What follows belongs to an exercise in optimizing a design on an open flow for small area, a short achievable clock period and few clock cycles per item; a production flow would make more cautious choices.
Only simulation tests tie the RTL to the original design; equivalence was not proved.
Power is estimated from default activity; no workload was simulated.

## config.mk

```make
export PLATFORM = sky130hd
export DESIGN_NAME = modular_exponentiation
export DESIGN_NICKNAME = modular_exponentiation
export VERILOG_FILES = /design/flow/design.v
export SDC_FILE = /design/flow/constraint.sdc
export NUM_CORES = 4
export LEC_CHECK = 0
export CAP_MARGIN = 20
export CORE_MARGIN = 2
export CORE_UTILIZATION = 40
export SLEW_MARGIN = 20
```

## constraint.sdc

```tcl
create_clock -name core_clock -period 10.0 [get_ports {clock}]
set_input_delay 2.0000 -clock core_clock [delete_from_list [all_inputs] [get_ports {clock}]]
set_output_delay 2.0000 -clock core_clock [all_outputs]
set_load 0.01 [all_outputs]
```

## design.v

```verilog
package mexp_pkg;
   localparam int BASE_WIDTH     = 64;
   localparam int EXP_WIDTH      = 64;
   localparam int RESULT_WIDTH   = 32;
   localparam int CSR_DATA_WIDTH = 32;
   localparam int CSR_ADDR_WIDTH = 3;
   localparam int REQ_DATA_WIDTH = BASE_WIDTH + EXP_WIDTH;
   localparam logic REG_MODULUS = 1'b0;
   localparam logic [CSR_DATA_WIDTH-1:0] MODULUS_RESET = 32'd1000000007;
   typedef enum logic [5:0] {
      S_IDLE   = 6'b000001,
      S_REDUCE = 6'b000010,
      S_FIX    = 6'b000100,
      S_EXP    = 6'b001000,
      S_WAIT   = 6'b010000,
      S_DONE   = 6'b100000
   } state_type;
endpackage
import mexp_pkg::*;
module mexp_mulmod
#(
   parameter int MODULUS_BITS = 32
) (
   input  logic                    clock,
   input  logic                    reset,
   input  logic                    start,
   input  logic [MODULUS_BITS-1:0] a_operand,
   input  logic [MODULUS_BITS-1:0] b_operand,
   input  logic [MODULUS_BITS-1:0] modulus,
   output logic                    done,
   output logic [MODULUS_BITS-1:0] product
);
   localparam int CNT_BITS = (MODULUS_BITS > 1) ? $clog2(MODULUS_BITS) : 1;
   logic                    busy_ff, busy_in;
   logic                    done_ff, done_in;
   logic [CNT_BITS-1:0]     cnt_ff, cnt_in;
   logic [MODULUS_BITS-1:0] acc_ff, acc_in;
   logic [MODULUS_BITS-1:0] a_ff, a_in;
   logic [MODULUS_BITS-1:0] b_ff, b_in;
   logic [MODULUS_BITS:0] mod_ext;
   logic [MODULUS_BITS:0] dbl, dbl_red, sum, sum_red;
   always_comb begin
      mod_ext = {1'b0, modulus};
      dbl     = {acc_ff, 1'b0};
      dbl_red = (dbl >= mod_ext) ? (dbl - mod_ext) : dbl;
      sum     = dbl_red + (b_ff[MODULUS_BITS-1] ? {1'b0, a_ff} : '0);
      sum_red = (sum >= mod_ext) ? (sum - mod_ext) : sum;
   end
   always_comb begin
      busy_in = busy_ff;
      done_in = 1'b0;
      cnt_in  = cnt_ff;
      acc_in  = acc_ff;
      a_in    = a_ff;
      b_in    = b_ff;
      if (start) begin
         busy_in = 1'b1;
         cnt_in  = CNT_BITS'(MODULUS_BITS - 1);
         acc_in  = '0;
         a_in    = a_operand;
         b_in    = b_operand;
      end else if (busy_ff) begin
         acc_in = sum_red[MODULUS_BITS-1:0];
         b_in   = b_ff << 1;
         cnt_in = cnt_ff - 1'b1;
         if (cnt_ff == '0) begin
            busy_in = 1'b0;
            done_in = 1'b1;
         end
      end
   end
   always_ff @(posedge clock) begin
      if (reset) begin
         busy_ff <= 1'b0;
         done_ff <= 1'b0;
      end else begin
         busy_ff <= busy_in;
         done_ff <= done_in;
      end
      cnt_ff <= cnt_in;
      acc_ff <= acc_in;
      a_ff   <= a_in;
      b_ff   <= b_in;
   end
   assign done    = done_ff;
   assign product = acc_ff;
endmodule
import mexp_pkg::*;
module modular_exponentiation
#(
   parameter int MODULUS_BITS  = 32,
   parameter int EXPONENT_BITS = 64
) (
   input  logic                      clock,
   input  logic                      reset,
   input  logic                      req_tvalid,
   output logic                      req_tready,
   input  logic [REQ_DATA_WIDTH-1:0] req_tdata,    
   output logic                      rsp_tvalid,
   input  logic                      rsp_tready,
   output logic [RESULT_WIDTH-1:0]   rsp_tdata,    
   input  logic                      csr_psel,
   input  logic                      csr_penable,
   input  logic                      csr_pwrite,
   input  logic [CSR_ADDR_WIDTH-1:0] csr_paddr,
   input  logic [CSR_DATA_WIDTH-1:0] csr_pwdata,
   output logic [CSR_DATA_WIDTH-1:0] csr_prdata,
   output logic                      csr_pready
);
   localparam int RCNT_BITS = $clog2(BASE_WIDTH);
   mexp_pkg::state_type      state_ff, state_in;
   logic [MODULUS_BITS-1:0]  modulus_ff, modulus_in;
   logic [MODULUS_BITS-1:0]  m_cur_ff, m_cur_in;       
   logic [BASE_WIDTH-1:0]    base_ff, base_in;         
   logic                     neg_ff, neg_in;
   logic [EXPONENT_BITS-1:0] exp_ff, exp_in;
   logic [MODULUS_BITS-1:0]  red_ff, red_in;           
   logic [RCNT_BITS-1:0]     rcnt_ff, rcnt_in;
   logic [MODULUS_BITS-1:0]  res_ff, res_in;           
   logic [MODULUS_BITS-1:0]  x_ff, x_in;               
   logic [MODULUS_BITS-1:0]  result_ff, result_in;
   logic                     rsp_tvalid_ff, rsp_tvalid_in;
   logic [RESULT_WIDTH-1:0]  rsp_data_ff, rsp_data_in;
   logic [BASE_WIDTH-1:0]    req_base;
   logic [EXPONENT_BITS-1:0] req_exp;
   logic                     req_accept;
   logic                     csr_write;
   logic [MODULUS_BITS:0]    red_shift, red_sub, m_ext;
   logic [MODULUS_BITS-1:0]  x_fix;
   logic                     rsp_load;
   logic                     mul_start;
   logic                     mul_done_r, mul_done_s;
   logic [MODULUS_BITS-1:0]  mul_prod_r, mul_prod_s;
   assign req_base   = req_tdata[BASE_WIDTH-1:0];
   assign req_exp    = req_tdata[BASE_WIDTH +: EXPONENT_BITS];
   assign req_tready = (state_ff == S_IDLE);
   assign req_accept = req_tvalid && req_tready;
   assign csr_pready = 1'b1;
   assign csr_write  = csr_psel && csr_penable && csr_pwrite
                       && (csr_paddr[2] == REG_MODULUS);
   assign csr_prdata = (csr_paddr[2] == REG_MODULUS) ? CSR_DATA_WIDTH'(modulus_ff) : '0;
   assign modulus_in = csr_write ? MODULUS_BITS'(csr_pwdata) : modulus_ff;
   always_comb begin
      m_ext     = {1'b0, m_cur_ff};
      red_shift = {red_ff, base_ff[BASE_WIDTH-1]};
      red_sub   = red_shift - m_ext;
      x_fix     = (neg_ff && (red_ff != '0)) ? (m_cur_ff - red_ff) : red_ff;
   end
   mexp_mulmod #(.MODULUS_BITS(MODULUS_BITS)) u_mul_res (
      .clock     (clock),
      .reset     (reset),
      .start     (mul_start),
      .a_operand (res_ff),
      .b_operand (x_ff),
      .modulus   (m_cur_ff),
      .done      (mul_done_r),
      .product   (mul_prod_r)
   );
   mexp_mulmod #(.MODULUS_BITS(MODULUS_BITS)) u_mul_sq (
      .clock     (clock),
      .reset     (reset),
      .start     (mul_start),
      .a_operand (x_ff),
      .b_operand (x_ff),
      .modulus   (m_cur_ff),
      .done      (mul_done_s),
      .product   (mul_prod_s)
   );
   always_comb begin
      state_in  = state_ff;
      m_cur_in  = m_cur_ff;
      base_in   = base_ff;
      neg_in    = neg_ff;
      exp_in    = exp_ff;
      red_in    = red_ff;
      rcnt_in   = rcnt_ff;
      res_in    = res_ff;
      x_in      = x_ff;
      result_in = result_ff;
      mul_start = 1'b0;
      rsp_load  = 1'b0;
      unique case (state_ff)
         S_IDLE: begin
            if (req_accept) begin
               m_cur_in = modulus_ff;
               neg_in   = req_base[BASE_WIDTH-1];
               base_in  = req_base[BASE_WIDTH-1] ? (BASE_WIDTH'(0) - req_base) : req_base;
               exp_in   = req_exp;
               red_in   = '0;
               rcnt_in  = RCNT_BITS'(BASE_WIDTH - 1);
               if (modulus_ff == '0) begin
                  result_in = '0;
                  state_in  = S_DONE;
               end else begin
                  state_in = S_REDUCE;
               end
            end
         end
         S_REDUCE: begin
            red_in  = red_sub[MODULUS_BITS] ? red_shift[MODULUS_BITS-1:0]
                                            : red_sub[MODULUS_BITS-1:0];
            base_in = base_ff << 1;
            rcnt_in = rcnt_ff - 1'b1;
            if (rcnt_ff == '0) begin
               state_in = S_FIX;
            end
         end
         S_FIX: begin
            x_in   = x_fix;
            res_in = MODULUS_BITS'(1);
            if (x_fix == '0) begin
               result_in = '0;
               state_in  = S_DONE;
            end else if (exp_ff[EXPONENT_BITS-1]) begin
               result_in = MODULUS_BITS'(1);
               state_in  = S_DONE;
            end else begin
               state_in = S_EXP;
            end
         end
         S_EXP: begin
            if (exp_ff == '0) begin
               result_in = res_ff;
               state_in  = S_DONE;
            end else begin
               mul_start = 1'b1;
               state_in  = S_WAIT;
            end
         end
         S_WAIT: begin
            if (mul_done_r) begin
               res_in   = exp_ff[0] ? mul_prod_r : res_ff;
               x_in     = mul_prod_s;
               exp_in   = exp_ff >> 1;
               state_in = S_EXP;
            end
         end
         S_DONE: begin
            if (!rsp_tvalid_ff || rsp_tready) begin
               rsp_load = 1'b1;
               state_in = S_IDLE;
            end
         end
         default: begin
            state_in = S_IDLE;
         end
      endcase
   end
   assign rsp_tvalid_in = rsp_load || (rsp_tvalid_ff && !rsp_tready);
   assign rsp_data_in   = rsp_load ? RESULT_WIDTH'(result_ff) : rsp_data_ff;
   always_ff @(posedge clock) begin
      if (reset) begin
         state_ff      <= S_IDLE;
         modulus_ff    <= MODULUS_BITS'(MODULUS_RESET);
         rsp_tvalid_ff <= 1'b0;
      end else begin
         state_ff      <= state_in;
         modulus_ff    <= modulus_in;
         rsp_tvalid_ff <= rsp_tvalid_in;
      end
      m_cur_ff    <= m_cur_in;
      base_ff     <= base_in;
      neg_ff      <= neg_in;
      exp_ff      <= exp_in;
      red_ff      <= red_in;
      rcnt_ff     <= rcnt_in;
      res_ff      <= res_in;
      x_ff        <= x_in;
      result_ff   <= result_in;
      rsp_data_ff <= rsp_data_in;
   end
   assign rsp_tvalid = rsp_tvalid_ff;
   assign rsp_tdata  = rsp_data_ff;
endmodule
```

## run.sh

```bash
#!/bin/bash
# synth_recipe.tcl (not shown) runs the flow's synth.tcl, then flattens the netlist and writes it again
# the make line also repeats each setting of config.mk as NAME=value (left out here)
make -C /OpenROAD-flow-scripts/flow DESIGN_CONFIG=/design/flow/config.mk WORK_HOME=/design/flow/orfs CLKGATE_MAP_FILE= SYNTH_SCRIPT=/design/flow/synth_recipe.tcl finish
```

==> flow_summary.toml <==
[run_status]
status = "timing/DRC/antenna clean"

[global_routing]
grt_start_max_net_pins = 112
track_usage_pct = 22.0
antenna_found_initial = 2
grt_pass1_wl_mm = 169
grt_pass1_vias = 29691
grt-ovfl-total = 0

[critical_path]
crit_required_ns = 10.46
end_kind = "register"
rrSetupSlack_ns = 0.96
startpoint_type = "register"
cp.arrival_ns = 9.50
cp_slowest_stage_delay_ns = 0.72
critPathSlowestCell = "a2111oi_2"
critPathKind = "register to register"
cp_max_fo = 24

[timing]
post-route-period-util_pct = 90.4
tightestPinTransition_ns = 1.16
hold_viol = 0
rsz0062_at_grt = "no"
maxSlewHeadroom_pct = 21.6
setup_viol = 0
fmax_mhz = 111
maxSlewViolCount = 0
fin_crit_ns = 9.04
setup_total_negative_slack_ns = 0
holdWs_ns = 0.417
fin_worst_skew_ns = 0.0376

[pwr]
peakVddDrop_v = 0.000133
power.density_nw_per_um2 = 237
leakage_uw = 0.0178

[clock_tree]
clk_latency_ns = 0.63
clkSinkCount = 571
cts_buffers = 67
cts_htree_levels = 3
cts_buffer_depth = 3
cts_root_buffer = "clkbuf_16"
ctsResizeCount = 0
cts_setup_buffers = 0
cts_tree = "yes"
holdBufCountCts = 0
clk_pin_slew_worst_paths_ns = 0.06

[yosys]
netlist_area_sq_um = 37800
async_reset_ff_share_pct = 0
synth_common_cells = "702 x nand2_1, 455 x edfxtp_1, 328 x a21oi_1, 280 x o21ai_0, 270 x nor2_1"
ys.flop_type = "edfxtp_1"
netlist_instances = 4128
synth_edf_count = 455
yosysWarningCount = 2
yosysMostFrequentCell = "nand2_1"
yosys.cell_types.count = 90
seq_area_frac_synth_pct = 42.3
yosys_register_bits = 571
synth.area.top_cells = "edfxtp_1 36%, ha_1 8.6%, nand2_1 7.0%"
syn_area_per_cell_sq_um = 9.16
synth_area_leader_cell = "edfxtp_1"
postSynthNetCount = 4566
yosysTopAreaCellShare_pct = 36.1

[finish]
design_area_sq_um = 43900
stdcell_count = 5646
fin_nets = 4775
final_core_util_pct = 47.0
largest_registers = "base_ff: 64 flops, exp_ff: 64 flops"
seq_area_sq_um = 16000
multi_input_area_sq_um = 20800
n_fill_cell = 9052
syn2layout_area_growth_pct = 16.1
n_antenna_cell = 0
drive_above_1_share_pct = 5.42

[placement]
io_buffers = 233
gp_congestion = 0.943
dp_hpwl_mm = 81.5
place_area_sq_um = 41700
post-place-cells = 5522

[detailed_routing]
drtPass1Iterations = 5
num_vias = 30784
drt-initial-drc-count = 2281
vias_per_cell = 5.45
detail_route.wirelength_mm = 109
drc = 0
ant_nets = 0
wire_per_inst_um = 19.3

[die]
initial_core_util_pct = 40.4
pin_count = 237
num_rows = 112
die_w_um = 311
die_area_sq_um = 97000
die_height_um = 311
coreArea_sq_um = 93500

[flow_run]
drv_cap = 0

[hold_path]
min_path_type = "register to register"
-- worst paths after layout --
check	from	end	cells after the start
worst min register to register	result_ff[9]$_DFFE_PP_	rsp_data_ff[9]$_DFFE_PP_	0
worst max register to register	m_cur_ff[3]$_DFFE_PP_	u_mul_res.acc_ff[15]$_SDFFE_PP0P_	33
worst min-delay path	result_ff[9]$_DFFE_PP_	rsp_data_ff[9]$_DFFE_PP_	0
worst max-delay path	m_cur_ff[3]$_DFFE_PP_	u_mul_res.acc_ff[15]$_SDFFE_PP0P_	33
-- through the flow --
stage	setup slack [ns]	total power [uW]
global placement	1.22	7860
global route	0.207	11100
detailed placement	1.07	7890
finish	0.961	10400
floorplan	2.48	6680
CTS	1.03	10400
-- critical path: cells and delay by family (launching register included) --
kind	cells	cell delay, ns
adders and majority gates	3	1.05
muxes	1	0.23
DFF	1	0.45
buffers and inverters	4	0.81
and+or+nand+nor	7	1.22
AOI/OAI and AO/OA	17	4.86
xor gates and xnor gates	1	0.24
-- cells in the final DEF (no fill, tap or decap), types with 139 or more instances in the layout --
master / netlist / layout
and2_1: 139 / 139
edfxtp_1: 455 / 455
inv_1: 143 / 142
clkdlybuf4s50_1: 0 / 232
nor2_1: 270 / 270
o21ai_0: 280 / 280
nand2_1: 702 / 700
xnor2_1: 153 / 153
ha_1: 260 / 260
a21oi_1: 328 / 325
-- cell families after synthesis --
group,synth area share (%)
AO/OA/AOI/OAI,17.2
XOR/XNOR,6.65
adder cells (fa/ha/maj),9.03
buffers and inverters,3.04
flip-flops,42.3
multiplexers,2.62
other,0.00992
AND/OR/NAND/NOR,19.2
-- per-layer routing --
layer  GRT usage (%)  part of all wire [%]
met3            3.39                   5.9
met4            5.45                   2.3
met2            35.5                    45
met1            30.8                    47
met5               0                 0.012
-- power by group --
group,internal (uW),switching [uW]
registers,3080,224
clock network,1430,1040
logic,1860,2750
-- cell type report --
cell class              count  share of cell area, %
inverters                 145                   1.25
clock buffers              88                   4.24
flip-flops and latches    571                   36.4
repair buffers            295                   6.42
well taps                1254                   3.57
clock inverters            36                  0.773
multi-input cells        3257                   47.3
Testbench counts, summed over its fixed seeds: cycles 156,000, items 128.

## what the ideal ports hide
The flow's constraints put no driver on any port. The routed layout listed below was extracted and timed again, unchanged, in two steps. Step 1, drivers: a clkbuf_16 drives clock and a buf_2 each remaining input, both assumed. Step 2, shift: input delay + t, output delay - t, t = (earliest + latest rising clock arrival at the registers) / 2. This alone moves slack from input paths to output paths. a / b / c = no drivers / after step 1 / after step 2; a / b = the first two.
shift t [ns]: 0.690
setup WS [ns]: 0.961 / 0.961 / 0.961
worst setup path after step 2: register to register
After both steps this run still meets setup and hold. For this run, drivers alone change the setup slack by 0.000 ns; drivers and shift together by 0.000 ns.
